Context: an optimization exercise on an open-source flow, tuned for small area and a short achievable clock period. The choices shown serve that exercise and are no tape-out recipe. In this exercise RTL edits were held to simulation tests only and were not proved equivalent to the original.

==> v13: inputs <==
Design inst_queue, start of the top module:
module inst_queue
#(
    parameter int DEPTH = 16,
    parameter int DEQ_W = 2
) (
    input  logic                  clk,
    input  logic                  rst,
    input  logic                  flush,
    input  logic [PC_W-1:0]       group_pc,
    input  logic [GROUP_W-1:0]    inst_group,
    input  logic [FETCH_WIDTH-1:0] inst_group_valid,
    input  logic                  pre_valid,
    output logic                  out_ready,
    output logic [DEQ_W*INST_W-1:0] deq_inst,
    output logic [DEQ_W*PC_W-1:0] deq_pc,
    output logic [DEQ_W-1:0]      deq_valid,
    input  logic                  next_ready
);
==> module inst_compact, before the edit <==
module inst_compact
(
    input  logic [GROUP_W-1:0]     group,
    input  logic [FETCH_WIDTH-1:0] mask,
    input  logic [PC_W-1:0]        group_pc,
    input  logic [3:0]             start0_oh,
    input  logic [3:0]             start1_oh,
    input  logic                   next_ready,
    output logic [FETCH_WIDTH*(PC_W+INST_W)-1:0] lanes,
    output logic [4:0]             n_oh
);
    localparam int E_W = PC_W + INST_W;
    logic [3:0]  v;                     
    logic [2:0]  p1, p2;                
    logic [3:0]  p3;                    
    logic [15:0] item_sel;              
    logic [PC_W-1:4] pc_hi, pc_hi_inc;
    logic [3:0][1:0] mid_s;             
    logic [3:0]  cy_s;                  
    assign v  = {mask[0], mask[1], mask[2], mask[3]};
    assign p1 = {1'b0, v[0], ~v[0]};
    assign p2 = {v[0] & v[1], v[0] ^ v[1], ~v[0] & ~v[1]};
    assign p3 = {p2[2] & v[2], (p2[1] & v[2]) | (p2[2] & ~v[2]),
                 (p2[0] & v[2]) | (p2[1] & ~v[2]), p2[0] & ~v[2]};
    assign n_oh = {p3[3] & v[3], (p3[2] & v[3]) | (p3[3] & ~v[3]),
                   (p3[1] & v[3]) | (p3[2] & ~v[3]), (p3[0] & v[3]) | (p3[1] & ~v[3]),
                   p3[0] & ~v[3]};
    always_comb begin
        item_sel = '0;
        for (int k = 0; k < 4; k++) begin
            item_sel[4*k + 0] = (k == 0) & v[0];
            item_sel[4*k + 1] = (k < 2) & v[1] & p1[k < 2 ? k : 0];
            item_sel[4*k + 2] = (k < 3) & v[2] & p2[k < 3 ? k : 0];
            item_sel[4*k + 3] = v[3] & p3[k];
        end
    end
    assign pc_hi = group_pc[PC_W-1:4];
    for (genvar b = 4; b < PC_W; b++) begin : g_inc
        if (b == 4) begin : g_lsb
            assign pc_hi_inc[b] = ~pc_hi[b];
        end else begin : g_bit
            assign pc_hi_inc[b] = pc_hi[b] ^ (&pc_hi[b-1:4]);
        end
    end
    assign mid_s[0] = group_pc[3:2];
    assign mid_s[1] = {group_pc[3] ^ group_pc[2], ~group_pc[2]};
    assign mid_s[2] = {~group_pc[3], group_pc[2]};
    assign mid_s[3] = {~(group_pc[3] ^ group_pc[2]), ~group_pc[2]};
    assign cy_s     = {group_pc[3] | group_pc[2], group_pc[3], group_pc[3] & group_pc[2], 1'b0};
    for (genvar r = 0; r < 4; r++) begin : g_lane
        logic [3:0]        sel, sel0, sel1;
        logic [1:0]        mid;
        logic              cy;
        logic [INST_W-1:0] inst;
        assign sel0 = ({4{start0_oh[0]}} & item_sel[4*((r + 4 - 0) % 4) +: 4])
                    | ({4{start0_oh[1]}} & item_sel[4*((r + 4 - 1) % 4) +: 4])
                    | ({4{start0_oh[2]}} & item_sel[4*((r + 4 - 2) % 4) +: 4])
                    | ({4{start0_oh[3]}} & item_sel[4*((r + 4 - 3) % 4) +: 4]);
        assign sel1 = ({4{start1_oh[0]}} & item_sel[4*((r + 4 - 0) % 4) +: 4])
                    | ({4{start1_oh[1]}} & item_sel[4*((r + 4 - 1) % 4) +: 4])
                    | ({4{start1_oh[2]}} & item_sel[4*((r + 4 - 2) % 4) +: 4])
                    | ({4{start1_oh[3]}} & item_sel[4*((r + 4 - 3) % 4) +: 4]);
        assign sel  = next_ready ? sel1 : sel0;
        assign mid  = ({2{sel[0]}} & mid_s[0]) | ({2{sel[1]}} & mid_s[1])
                    | ({2{sel[2]}} & mid_s[2]) | ({2{sel[3]}} & mid_s[3]);
        assign cy   = (sel[1] & cy_s[1]) | (sel[2] & cy_s[2]) | (sel[3] & cy_s[3]);
        assign inst = ({INST_W{sel[0]}} & group[GROUP_W-1 -: INST_W])
                    | ({INST_W{sel[1]}} & group[GROUP_W-1-INST_W -: INST_W])
                    | ({INST_W{sel[2]}} & group[GROUP_W-1-2*INST_W -: INST_W])
                    | ({INST_W{sel[3]}} & group[GROUP_W-1-3*INST_W -: INST_W]);
        assign lanes[r*E_W +: E_W] = {(cy ? pc_hi_inc : pc_hi), mid, group_pc[1:0], inst};
    end
endmodule
export LEC_CHECK = 0
export CAP_MARGIN = 20
export CORE_MARGIN = 2
export CORE_UTILIZATION = 40
export SETUP_SLACK_MARGIN = 3.5
export SLEW_MARGIN = 20
export TNS_END_PERCENT = 0
create_clock -name core_clock -period 6.0 [get_ports {clk}]
standard.sh (not shown) runs the stock make flow with config.mk's settings and CLKGATE_MAP_FILE= SYNTH_SCRIPT=/design/flow/synth_recipe.tcl, a recipe that flattens the netlist after the stock synthesis.
==> flow/flow/run.sh <==
#!/bin/bash
# Standard ORFS layout with a few layout knobs changed on make's command line:
# sizing may change a cell's footprint, ports get plain buffers, and the
# clock tree gets no dummy loads. Synthesis is the standard one, run alone.
set -euo pipefail
bash standard.sh synth > synth.log 2>&1
bash standard.sh \
  MATCH_CELL_FOOTPRINT=0 \
  "BUFFER_PORTS_ARGS=-buffer_cell sky130_fd_sc_hd__buf_2" \
  "CTS_ARGS=-sink_clustering_enable -repair_clock_nets -dont_use_dummy_load" \
  finish > layout.log 2>&1
==> v39 (differences from v13) <==
--- a/flow/design.v
+++ b/flow/design.v
@@ -15,19 +15,17 @@
     } entry_t;
 endpackage
 import inst_queue_pkg::*;
 module inst_compact
 (
     input  logic [GROUP_W-1:0]     group,
     input  logic [FETCH_WIDTH-1:0] mask,
     input  logic [PC_W-1:0]        group_pc,
-    input  logic [3:0]             start0_oh,
-    input  logic [3:0]             start1_oh,
-    input  logic                   next_ready,
+    input  logic [3:0]             start_oh,
     output logic [FETCH_WIDTH*(PC_W+INST_W)-1:0] lanes,
     output logic [4:0]             n_oh
 );
     localparam int E_W = PC_W + INST_W;
     logic [3:0]  v;                     
     logic [2:0]  p1, p2;                
     logic [3:0]  p3;                    
     logic [15:0] item_sel;              
@@ -60,29 +58,24 @@
         end
     end
     assign mid_s[0] = group_pc[3:2];
     assign mid_s[1] = {group_pc[3] ^ group_pc[2], ~group_pc[2]};
     assign mid_s[2] = {~group_pc[3], group_pc[2]};
     assign mid_s[3] = {~(group_pc[3] ^ group_pc[2]), ~group_pc[2]};
     assign cy_s     = {group_pc[3] | group_pc[2], group_pc[3], group_pc[3] & group_pc[2], 1'b0};
     for (genvar r = 0; r < 4; r++) begin : g_lane
-        logic [3:0]        sel, sel0, sel1;
+        logic [3:0]        sel;
         logic [1:0]        mid;
         logic              cy;
         logic [INST_W-1:0] inst;
-        assign sel0 = ({4{start0_oh[0]}} & item_sel[4*((r + 4 - 0) % 4) +: 4])
-                    | ({4{start0_oh[1]}} & item_sel[4*((r + 4 - 1) % 4) +: 4])
-                    | ({4{start0_oh[2]}} & item_sel[4*((r + 4 - 2) % 4) +: 4])
-                    | ({4{start0_oh[3]}} & item_sel[4*((r + 4 - 3) % 4) +: 4]);
-        assign sel1 = ({4{start1_oh[0]}} & item_sel[4*((r + 4 - 0) % 4) +: 4])
-                    | ({4{start1_oh[1]}} & item_sel[4*((r + 4 - 1) % 4) +: 4])
-                    | ({4{start1_oh[2]}} & item_sel[4*((r + 4 - 2) % 4) +: 4])
-                    | ({4{start1_oh[3]}} & item_sel[4*((r + 4 - 3) % 4) +: 4]);
-        assign sel  = next_ready ? sel1 : sel0;
+        assign sel  = ({4{start_oh[0]}} & item_sel[4*((r + 4 - 0) % 4) +: 4])
+                    | ({4{start_oh[1]}} & item_sel[4*((r + 4 - 1) % 4) +: 4])
+                    | ({4{start_oh[2]}} & item_sel[4*((r + 4 - 2) % 4) +: 4])
+                    | ({4{start_oh[3]}} & item_sel[4*((r + 4 - 3) % 4) +: 4]);
         assign mid  = ({2{sel[0]}} & mid_s[0]) | ({2{sel[1]}} & mid_s[1])
                     | ({2{sel[2]}} & mid_s[2]) | ({2{sel[3]}} & mid_s[3]);
         assign cy   = (sel[1] & cy_s[1]) | (sel[2] & cy_s[2]) | (sel[3] & cy_s[3]);
         assign inst = ({INST_W{sel[0]}} & group[GROUP_W-1 -: INST_W])
                     | ({INST_W{sel[1]}} & group[GROUP_W-1-INST_W -: INST_W])
                     | ({INST_W{sel[2]}} & group[GROUP_W-1-2*INST_W -: INST_W])
                     | ({INST_W{sel[3]}} & group[GROUP_W-1-3*INST_W -: INST_W]);
         assign lanes[r*E_W +: E_W] = {(cy ? pc_hi_inc : pc_hi), mid, group_pc[1:0], inst};
@@ -106,35 +99,32 @@
     output logic [DEQ_W*PC_W-1:0] deq_pc,
     output logic [DEQ_W-1:0]      deq_valid,
     input  logic                  next_ready
 );
     localparam int E_W = PC_W + INST_W;
     logic [E_W-1:0]   q [DEPTH];         
     logic [DEPTH:1]   th_q, th_d;        
     logic [3:0]       nm4_q, nm4_d;      
-    logic [3:0]       nm4r_q, nm4r_d;    
     logic             ordy_q, ordy_d;    
     logic [1:0]       dv_q, dv_d;        
     logic [FETCH_WIDTH*E_W-1:0] lanes;
     logic [4:0]       n_oh;              
     logic [4:0]       add_oh;            
     logic [DEPTH:1]   base;              
     logic [3:0]       start_oh;          
     assign out_ready = ordy_q;
     assign deq_valid = dv_q;
     assign base     = next_ready ? {2'b0, th_q[DEPTH:3]} : th_q;
-    assign start_oh = next_ready ? nm4r_q : nm4_q;
+    assign start_oh = !next_ready ? nm4_q : (th_q[2] ? {nm4_q[1:0], nm4_q[3:2]} : 4'b0001);
     inst_compact u_compact (
         .group    (inst_group),
         .mask     (inst_group_valid),
         .group_pc (group_pc),
-        .start0_oh  (nm4_q),
-        .start1_oh  (nm4r_q),
-        .next_ready (next_ready),
+        .start_oh (start_oh),
         .lanes    (lanes),
         .n_oh     (n_oh)
     );
     assign add_oh = (pre_valid && ordy_q) ? n_oh : 5'b00001;
     always_comb begin
         th_d = '0;
         for (int a = 0; a < 5; a++) begin
             if (add_oh[a]) th_d = th_d | (DEPTH'(base) << a) | DEPTH'((1 << a) - 1);
@@ -143,31 +133,28 @@
         for (int a = 0; a < 4; a++) begin
             if (add_oh[a]) nm4_d = nm4_d | 4'((start_oh << a) | (start_oh >> (4 - a)));
         end
         if (add_oh[4]) nm4_d = nm4_d | start_oh;
         if (flush) begin
             th_d  = '0;
             nm4_d = 4'b0001;
         end
-        nm4r_d = th_d[2] ? {nm4_d[1:0], nm4_d[3:2]} : 4'b0001;
         ordy_d = !th_d[13];
         dv_d   = th_d[2:1];
     end
     always_ff @(posedge clk or negedge rst) begin
         if (!rst) begin
             th_q   <= '0;
             nm4_q  <= 4'b0001;
-            nm4r_q <= 4'b0001;
             ordy_q <= 1'b1;
             dv_q   <= '0;
         end else begin
             th_q   <= th_d;
             nm4_q  <= nm4_d;
-            nm4r_q <= nm4r_d;
             ordy_q <= ordy_d;
             dv_q   <= dv_d;
         end
     end
     for (genvar i = 0; i < DEPTH; i++) begin : g_q
         logic hold, shift, load;
         logic [E_W-1:0] nxt;
         assign hold  = !next_ready && th_q[i + 1];
==> flow/run.sh (new file) <==
#!/bin/bash
# synth_recipe.tcl (not shown) runs the flow's synth.tcl, then flattens the netlist and writes it again
# the make line also repeats each setting of config.mk as NAME=value (left out here)
make -C /OpenROAD-flow-scripts/flow DESIGN_CONFIG=/design/flow/config.mk WORK_HOME=/design/flow/orfs CLKGATE_MAP_FILE= SYNTH_SCRIPT=/design/flow/synth_recipe.tcl finish
removed: flow/flow/run.sh
removed: flow/standard.sh
==> v22 (differences from v13) <==
--- a/flow/design.v
+++ b/flow/design.v
@@ -23,39 +23,45 @@
     input  logic [3:0]             start0_oh,
     input  logic [3:0]             start1_oh,
     input  logic                   next_ready,
     output logic [FETCH_WIDTH*(PC_W+INST_W)-1:0] lanes,
     output logic [4:0]             n_oh
 );
     localparam int E_W = PC_W + INST_W;
     logic [3:0]  v;                     
-    logic [2:0]  p1, p2;                
-    logic [3:0]  p3;                    
     logic [15:0] item_sel;              
     logic [PC_W-1:4] pc_hi, pc_hi_inc;
     logic [3:0][1:0] mid_s;             
     logic [3:0]  cy_s;                  
-    assign v  = {mask[0], mask[1], mask[2], mask[3]};
-    assign p1 = {1'b0, v[0], ~v[0]};
-    assign p2 = {v[0] & v[1], v[0] ^ v[1], ~v[0] & ~v[1]};
-    assign p3 = {p2[2] & v[2], (p2[1] & v[2]) | (p2[2] & ~v[2]),
-                 (p2[0] & v[2]) | (p2[1] & ~v[2]), p2[0] & ~v[2]};
-    assign n_oh = {p3[3] & v[3], (p3[2] & v[3]) | (p3[3] & ~v[3]),
-                   (p3[1] & v[3]) | (p3[2] & ~v[3]), (p3[0] & v[3]) | (p3[1] & ~v[3]),
-                   p3[0] & ~v[3]};
-    always_comb begin
-        item_sel = '0;
-        for (int k = 0; k < 4; k++) begin
-            item_sel[4*k + 0] = (k == 0) & v[0];
-            item_sel[4*k + 1] = (k < 2) & v[1] & p1[k < 2 ? k : 0];
-            item_sel[4*k + 2] = (k < 3) & v[2] & p2[k < 3 ? k : 0];
-            item_sel[4*k + 3] = v[3] & p3[k];
-        end
-    end
+    assign v = {mask[0], mask[1], mask[2], mask[3]};
+    assign item_sel[0]  = v[0];
+    assign item_sel[1]  = v[1] & ~v[0];
+    assign item_sel[2]  = v[2] & ~v[1] & ~v[0];
+    assign item_sel[3]  = v[3] & ~v[2] & ~v[1] & ~v[0];
+    assign item_sel[4]  = 1'b0;
+    assign item_sel[5]  = v[1] & v[0];
+    assign item_sel[6]  = (v[2] & v[1] & ~v[0]) | (v[2] & ~v[1] & v[0]);
+    assign item_sel[7]  = (v[3] & v[2] & ~v[1] & ~v[0]) | (v[3] & ~v[2] & v[1] & ~v[0])
+                        | (v[3] & ~v[2] & ~v[1] & v[0]);
+    assign item_sel[8]  = 1'b0;
+    assign item_sel[9]  = 1'b0;
+    assign item_sel[10] = v[2] & v[1] & v[0];
+    assign item_sel[11] = (v[3] & v[2] & v[1] & ~v[0]) | (v[3] & v[2] & ~v[1] & v[0])
+                        | (v[3] & ~v[2] & v[1] & v[0]);
+    assign item_sel[12] = 1'b0;
+    assign item_sel[13] = 1'b0;
+    assign item_sel[14] = 1'b0;
+    assign item_sel[15] = v[3] & v[2] & v[1] & v[0];
+    assign n_oh[0] = ~v[3] & ~v[2] & ~v[1] & ~v[0];
+    assign n_oh[1] = item_sel[0] & ~v[1] & ~v[2] & ~v[3] | item_sel[1] & ~v[2] & ~v[3]
+                   | item_sel[2] & ~v[3] | item_sel[3];
+    assign n_oh[2] = item_sel[5] & ~v[2] & ~v[3] | item_sel[6] & ~v[3] | item_sel[7];
+    assign n_oh[3] = item_sel[10] & ~v[3] | item_sel[11];
+    assign n_oh[4] = item_sel[15];
     assign pc_hi = group_pc[PC_W-1:4];
     for (genvar b = 4; b < PC_W; b++) begin : g_inc
         if (b == 4) begin : g_lsb
             assign pc_hi_inc[b] = ~pc_hi[b];
         end else begin : g_bit
             assign pc_hi_inc[b] = pc_hi[b] ^ (&pc_hi[b-1:4]);
         end
     end
==> flow/flow/run.sh (replaced) <==
#!/bin/bash
# Standard ORFS layout with a few layout knobs changed on make's command line:
# sizing may change a cell's footprint, ports get plain buffers, and the
# clock tree gets no dummy loads and larger sink clusters. Synthesis is the standard one, run alone.
set -euo pipefail
bash standard.sh synth > synth.log 2>&1
bash standard.sh \
  MATCH_CELL_FOOTPRINT=0 \
  "BUFFER_PORTS_ARGS=-buffer_cell sky130_fd_sc_hd__buf_2" \
  "CTS_ARGS=-sink_clustering_enable -repair_clock_nets -dont_use_dummy_load -sink_clustering_size 25 -sink_clustering_max_diameter 80" \
  finish > layout.log 2>&1
CORE_UTILIZATION = 55   (was 40)
PLACE_DENSITY = 0.64   (was default)
==> v14 (differences from v13) <==
--- a/flow/design.v
+++ b/flow/design.v
@@ -23,39 +23,45 @@
     input  logic [3:0]             start0_oh,
     input  logic [3:0]             start1_oh,
     input  logic                   next_ready,
     output logic [FETCH_WIDTH*(PC_W+INST_W)-1:0] lanes,
     output logic [4:0]             n_oh
 );
     localparam int E_W = PC_W + INST_W;
     logic [3:0]  v;                     
-    logic [2:0]  p1, p2;                
-    logic [3:0]  p3;                    
     logic [15:0] item_sel;              
     logic [PC_W-1:4] pc_hi, pc_hi_inc;
     logic [3:0][1:0] mid_s;             
     logic [3:0]  cy_s;                  
-    assign v  = {mask[0], mask[1], mask[2], mask[3]};
-    assign p1 = {1'b0, v[0], ~v[0]};
-    assign p2 = {v[0] & v[1], v[0] ^ v[1], ~v[0] & ~v[1]};
-    assign p3 = {p2[2] & v[2], (p2[1] & v[2]) | (p2[2] & ~v[2]),
-                 (p2[0] & v[2]) | (p2[1] & ~v[2]), p2[0] & ~v[2]};
-    assign n_oh = {p3[3] & v[3], (p3[2] & v[3]) | (p3[3] & ~v[3]),
-                   (p3[1] & v[3]) | (p3[2] & ~v[3]), (p3[0] & v[3]) | (p3[1] & ~v[3]),
-                   p3[0] & ~v[3]};
-    always_comb begin
-        item_sel = '0;
-        for (int k = 0; k < 4; k++) begin
-            item_sel[4*k + 0] = (k == 0) & v[0];
-            item_sel[4*k + 1] = (k < 2) & v[1] & p1[k < 2 ? k : 0];
-            item_sel[4*k + 2] = (k < 3) & v[2] & p2[k < 3 ? k : 0];
-            item_sel[4*k + 3] = v[3] & p3[k];
-        end
-    end
+    assign v = {mask[0], mask[1], mask[2], mask[3]};
+    assign item_sel[0]  = v[0];
+    assign item_sel[1]  = v[1] & ~v[0];
+    assign item_sel[2]  = v[2] & ~v[1] & ~v[0];
+    assign item_sel[3]  = v[3] & ~v[2] & ~v[1] & ~v[0];
+    assign item_sel[4]  = 1'b0;
+    assign item_sel[5]  = v[1] & v[0];
+    assign item_sel[6]  = (v[2] & v[1] & ~v[0]) | (v[2] & ~v[1] & v[0]);
+    assign item_sel[7]  = (v[3] & v[2] & ~v[1] & ~v[0]) | (v[3] & ~v[2] & v[1] & ~v[0])
+                        | (v[3] & ~v[2] & ~v[1] & v[0]);
+    assign item_sel[8]  = 1'b0;
+    assign item_sel[9]  = 1'b0;
+    assign item_sel[10] = v[2] & v[1] & v[0];
+    assign item_sel[11] = (v[3] & v[2] & v[1] & ~v[0]) | (v[3] & v[2] & ~v[1] & v[0])
+                        | (v[3] & ~v[2] & v[1] & v[0]);
+    assign item_sel[12] = 1'b0;
+    assign item_sel[13] = 1'b0;
+    assign item_sel[14] = 1'b0;
+    assign item_sel[15] = v[3] & v[2] & v[1] & v[0];
+    assign n_oh[0] = ~v[3] & ~v[2] & ~v[1] & ~v[0];
+    assign n_oh[1] = item_sel[0] & ~v[1] & ~v[2] & ~v[3] | item_sel[1] & ~v[2] & ~v[3]
+                   | item_sel[2] & ~v[3] | item_sel[3];
+    assign n_oh[2] = item_sel[5] & ~v[2] & ~v[3] | item_sel[6] & ~v[3] | item_sel[7];
+    assign n_oh[3] = item_sel[10] & ~v[3] | item_sel[11];
+    assign n_oh[4] = item_sel[15];
     assign pc_hi = group_pc[PC_W-1:4];
     for (genvar b = 4; b < PC_W; b++) begin : g_inc
         if (b == 4) begin : g_lsb
             assign pc_hi_inc[b] = ~pc_hi[b];
         end else begin : g_bit
             assign pc_hi_inc[b] = pc_hi[b] ^ (&pc_hi[b-1:4]);
         end
     end
CORE_UTILIZATION = 55   (was 40)
PLACE_DENSITY = 0.7   (was default)
==> comparison table <==
| metric | v14 | v13 | v39 | v22 |
|---|---|---|---|---|
| Post-cts resize count | 276 | 221 | 166 | 283 |
| Met3 usage in global routing | 0.1034 | 0.08326 | 0.09451 | 0.1167 |
| Antenna Cells | 11 | 17 | 9 | 13 |
| GPL Wtd Cong | 0.9116 | 0.9105 | 0.8976 | 0.8994 |
| Fraction of standard cell area in multi-input logic | 0.4078 | 0.4045 | 0.3842 | 0.4175 |
| DR WL met3 | 23.08 mm | 18.88 mm | 22.21 mm | 24.50 mm |
| Outcome | timing/DRC/antenna clean | timing/DRC/antenna clean | timing/DRC/antenna clean | timing/DRC/antenna clean |
| Post-synthesis instance area | 0.04344 mm² | 0.04335 mm² | 0.04314 mm² | 0.04344 mm² |
| Data-path buffer share of cell area in the final layout | 0.06815 | 0.06029 | 0.08548 | 0.08155 |
| Compound-cell area share of the yosys netlist | 0.3660 | 0.3473 | 0.3579 | 0.3660 |
| Number of distinct library cells after synthesis | 80 | 71 | 68 | 80 |
| Drt first-iter violations | 5,717 | 5,199 | 5,773 | 5,540 |
| FF-to-FF Start | nm4_q[2] | nm4r_q[3] | th_q[2] | nm4_q[0] |
| Flop and latch count out of synthesis | 1,049 | 1,049 | 1,045 | 1,049 |
| Total wire length | 169.0 mm | 179.3 mm | 179.8 mm | 182.7 mm |
| Largest net degree at the start of global routing | 66 | 68 | 66 | 66 |
| Final cell area excluding filler cells | 0.05141 mm² | 0.05120 mm² | 0.05233 mm² | 0.05098 mm² |
| Number of CTS-inserted buffers | 106 | 105 | 104 | 50 |
| Slew headroom | 0.2453 | 0.2140 | 0.2486 | 0.2168 |

## port drivers added, routing unchanged
The flow's constraints put no driver on any port. The routed layouts listed below were extracted and timed again, unchanged, in two steps.
Step 1 assumes that a clkbuf_16 drives the clock port and a buf_2 every other input.
Step 2 adds t to the input delays and takes it off the output delays; t is the mean of the earliest and latest rising clock arrival at the registers after step 1. Input paths then give back, and output paths get back, about the clock's delay inside the block.
Three values: ideal, step 1, step 2; two values: the first two.
| run | shift t [ns] | setup WS [ns] | hold WS [ns] | worst slew at a driven data input, ns |
|---|---|---|---|---|
| v13 | 0.742 | 2.888 / 2.733 / 1.990 | 0.464 / 0.464 / 0.464 | 0.23 |
| v39 | 0.752 | 2.763 / 2.713 / 1.961 | 0.473 / 0.473 / 0.473 | 0.14 |
| v22 | 0.720 | 3.227 / 3.140 / 2.420 | 0.461 / 0.461 / 0.461 | 0.19 |
| v14 | 0.716 | 3.220 / 3.012 / 2.296 | 0.429 / 0.429 / 0.429 | 0.35 |
After both steps every run listed still meets setup and hold. For v14, which loses most, drivers alone change the setup slack by -0.208 ns; drivers and shift together by -0.924 ns.
